Background: an optimization exercise with open tools, aiming at small area and a short achievable clock period. Do not read the settings as production practice. Only simulation tests tie the RTL to the original design; equivalence was not proved.

==> module dps_irq_ctrl, before the edit <==
module dps_irq_ctrl (
	input  logic        clock,
	input  logic        rst,
	input  logic        rst_q,
	input  logic        cfg_req,
	input  logic [5:0]  cfg_entry,
	input  logic        cfg_valid,
	input  logic        cfg_mask,
	input  logic [1:0]  cfg_level,
	input  logic [63:0] events,
	input  logic        ack,
	output logic        irq_req,
	output logic [5:0]  irq_num
);
	logic [63:0] enabled;
	logic [63:0] lvl1;
	logic [63:0] lvl0;
	logic [63:0] pending;
	logic [63:0] cand;
	logic [63:0] top1;
	logic [63:0] sel;
	logic        max1;
	logic        max0;
	logic        found;
	logic [5:0]  best_num;
	logic [7:0]  wsel_hi;
	logic [7:0]  wsel_lo;
	logic        ent_valid;
	assign ent_valid = cfg_valid && cfg_mask && !rst;
	always_comb begin
		for (int j = 0; j < 8; j++) begin
			wsel_hi[j] = rst || (cfg_req && cfg_entry[5:3] == 3'(j));
			wsel_lo[j] = rst || (cfg_entry[2:0] == 3'(j));
		end
	end
	always_ff @(posedge clock) begin
		for (int i = 0; i < 64; i++) begin
			if (wsel_hi[i / 8] && wsel_lo[i % 8]) begin
				enabled[i] <= ent_valid;
				lvl1[i]    <= cfg_level[1] && ent_valid;
				lvl0[i]    <= cfg_level[0] && ent_valid;
			end
		end
	end
	assign cand  = pending & enabled;
	assign found = |cand;
	assign max1  = |(pending & lvl1);
	assign top1  = max1 ? (pending & lvl1) : cand;
	assign max0  = |(top1 & lvl0);
	assign sel   = top1 & (lvl0 | {64{!max0}});
	dps_prio_enc #(.W(6)) enc_i (
		.in  (sel),
		.any (),
		.idx (best_num)
	);
	logic [7:0]  kill_hi;
	logic [7:0]  kill_lo;
	always_comb begin
		for (int j = 0; j < 8; j++) begin
			kill_hi[j] = rst_q || (irq_req && ack && irq_num[5:3] == 3'(j));
			kill_lo[j] = rst_q || (irq_num[2:0] == 3'(j));
		end
	end
	always_ff @(posedge clock) begin
		for (int i = 0; i < 64; i++) begin
			pending[i] <= (pending[i] && !(kill_hi[i / 8] && kill_lo[i % 8])) || events[i];
		end
		if (rst) begin
			irq_req <= 1'b0;
		end else begin
			irq_req <= irq_req ? !ack : found;
		end
		if (!irq_req) begin
			irq_num <= best_num;
		end
	end
endmodule
Settings: LEC_CHECK=0, CAP_MARGIN=20, CORE_MARGIN=2, CORE_UTILIZATION=65, PLACE_DENSITY=0.75, SLEW_MARGIN=20; clock period 85.0 ns.
standard.sh (not shown) runs the stock make flow with config.mk's settings and CLKGATE_MAP_FILE= SYNTH_SCRIPT=/design/flow/synth_recipe.tcl, a recipe that flattens the netlist after the stock synthesis.
==> flow/flow/run.sh <==
#!/bin/bash
# The standard layout (standard.sh) with these changes:
# - synthesis maps the logic with an area-oriented ABC script (flow/abc_area.script,
#   used in place of ORFS's abc_speed.script); the flops and their names are the
#   standard synthesis's, as only the combinational logic goes through ABC;
# - the ports get plain buf_1 buffers instead of the delay cell buffer_ports picks;
# - clock tree synthesis without dummy loads and with larger sink clusters.
# Each step's full output is in the logs under orfs/logs and in *.log here.
set -euo pipefail
here=$(pwd)
rm -rf "$here/abc_scripts"
cp -r "$FLOW_HOME/scripts" "$here/abc_scripts"
cp "$here/flow/abc_area.script" "$here/abc_scripts/abc_speed.script"
export BUFFER_PORTS_ARGS="-buffer_cell sky130_fd_sc_hd__buf_1"
export CTS_ARGS="-sink_clustering_enable -repair_clock_nets -dont_use_dummy_load -buf_list {sky130_fd_sc_hd__clkbuf_8 sky130_fd_sc_hd__clkbuf_16} -sink_clustering_size 30 -sink_clustering_max_diameter 80"
export SETUP_SLACK_MARGIN=66.8
export SETUP_MOVE_SEQUENCE="sizeup,swap"
SCRIPTS_DIR="$here/abc_scripts" bash standard.sh synth > synth.log 2>&1
bash standard.sh > standard.log 2>&1
==> flow/flow/abc_area.script <==
&get -n
&st
&deepsyn -T 60
&dch -f
&nf -R 1000 -p -F 8 -A 4 -a
&st
&deepsyn -T 60
&dch -f
&nf -R 1000 -p -F 8 -A 4 -a
&put
buffer -c
topo
stime -c
upsize -c
dnsize -c
==> next run, changes <==
--- a/flow/design.v
+++ b/flow/design.v
@@ -262,49 +262,33 @@
 	logic        max1;
 	logic        max0;
 	logic        found;
 	logic [5:0]  best_num;
-	logic [7:0]  wsel_hi;
-	logic [7:0]  wsel_lo;
-	logic        ent_valid;
-	assign ent_valid = cfg_valid && cfg_mask && !rst;
-	always_comb begin
-		for (int j = 0; j < 8; j++) begin
-			wsel_hi[j] = rst || (cfg_req && cfg_entry[5:3] == 3'(j));
-			wsel_lo[j] = rst || (cfg_entry[2:0] == 3'(j));
-		end
-	end
 	always_ff @(posedge clock) begin
 		for (int i = 0; i < 64; i++) begin
-			if (wsel_hi[i / 8] && wsel_lo[i % 8]) begin
-				enabled[i] <= ent_valid;
-				lvl1[i]    <= cfg_level[1] && ent_valid;
-				lvl0[i]    <= cfg_level[0] && ent_valid;
+			if (rst || (cfg_req && cfg_entry == 6'(i))) begin
+				enabled[i] <= cfg_valid && cfg_mask && !rst;
+			end
+			if (cfg_req && cfg_entry == 6'(i)) begin
+				lvl1[i] <= cfg_level[1];
+				lvl0[i] <= cfg_level[0];
 			end
 		end
 	end
 	assign cand  = pending & enabled;
 	assign found = |cand;
-	assign max1  = |(pending & lvl1);
-	assign top1  = max1 ? (pending & lvl1) : cand;
+	assign max1  = |(cand & lvl1);
+	assign top1  = cand & (lvl1 | {64{!max1}});
 	assign max0  = |(top1 & lvl0);
 	assign sel   = top1 & (lvl0 | {64{!max0}});
 	dps_prio_enc #(.W(6)) enc_i (
 		.in  (sel),
 		.any (),
 		.idx (best_num)
 	);
-	logic [7:0]  kill_hi;
-	logic [7:0]  kill_lo;
-	always_comb begin
-		for (int j = 0; j < 8; j++) begin
-			kill_hi[j] = rst_q || (irq_req && ack && irq_num[5:3] == 3'(j));
-			kill_lo[j] = rst_q || (irq_num[2:0] == 3'(j));
-		end
-	end
 	always_ff @(posedge clock) begin
 		for (int i = 0; i < 64; i++) begin
-			pending[i] <= (pending[i] && !(kill_hi[i / 8] && kill_lo[i % 8])) || events[i];
+			pending[i] <= (pending[i] && !rst_q && !(irq_req && ack && irq_num == 6'(i))) || events[i];
 		end
 		if (rst) begin
 			irq_req <= 1'b0;
 		end else begin
Register-to-register slack is worse by 0.64 ns.
Setup slack is better by 0.055 ns.
Routed wire length rises by 5.8%.
Core utilization falls by 0.44 points.
Count of clock-buffer cells in the layout rises by 1.
Clock skew rises by 0.012 ns.
Area after synthesis rises by 4.0%.

[afterwards: timing with drivers on the ports]
No port has a modelled driver above. Below, the same layouts with a new extraction and two added sets of constraints.
Step 1: set_driving_cell puts a clkbuf_16 on clock and a buf_2 on each other input, an assumption about the parent block.
Step 2 moves the port delays by t, midway between the first and last clock arrival at a register: inputs arrive t later, outputs are due t later. That takes back most of the time a late clock gives input paths.
a / b / c = ideal / step 1 / step 2; a / b = the first two.
run | t, ns | setup WS [ns] | hold WS [ns] | worst setup path after step 2 | worst register clock-pin slew, ns
the first run | 0.591 | 66.675 / 66.619 / 66.208 | 0.352 / 0.352 / 0.352 | input to register | 0.11 / 0.11
the second run | 0.585 | 66.730 / 66.676 / 66.237 | 0.333 / 0.333 / 0.333 | input to register | 0.11 / 0.11
After both steps every run listed still meets setup and hold. The setup slack of the second run, which loses most, moves by -0.054 ns with the drivers and by -0.493 ns with both steps.
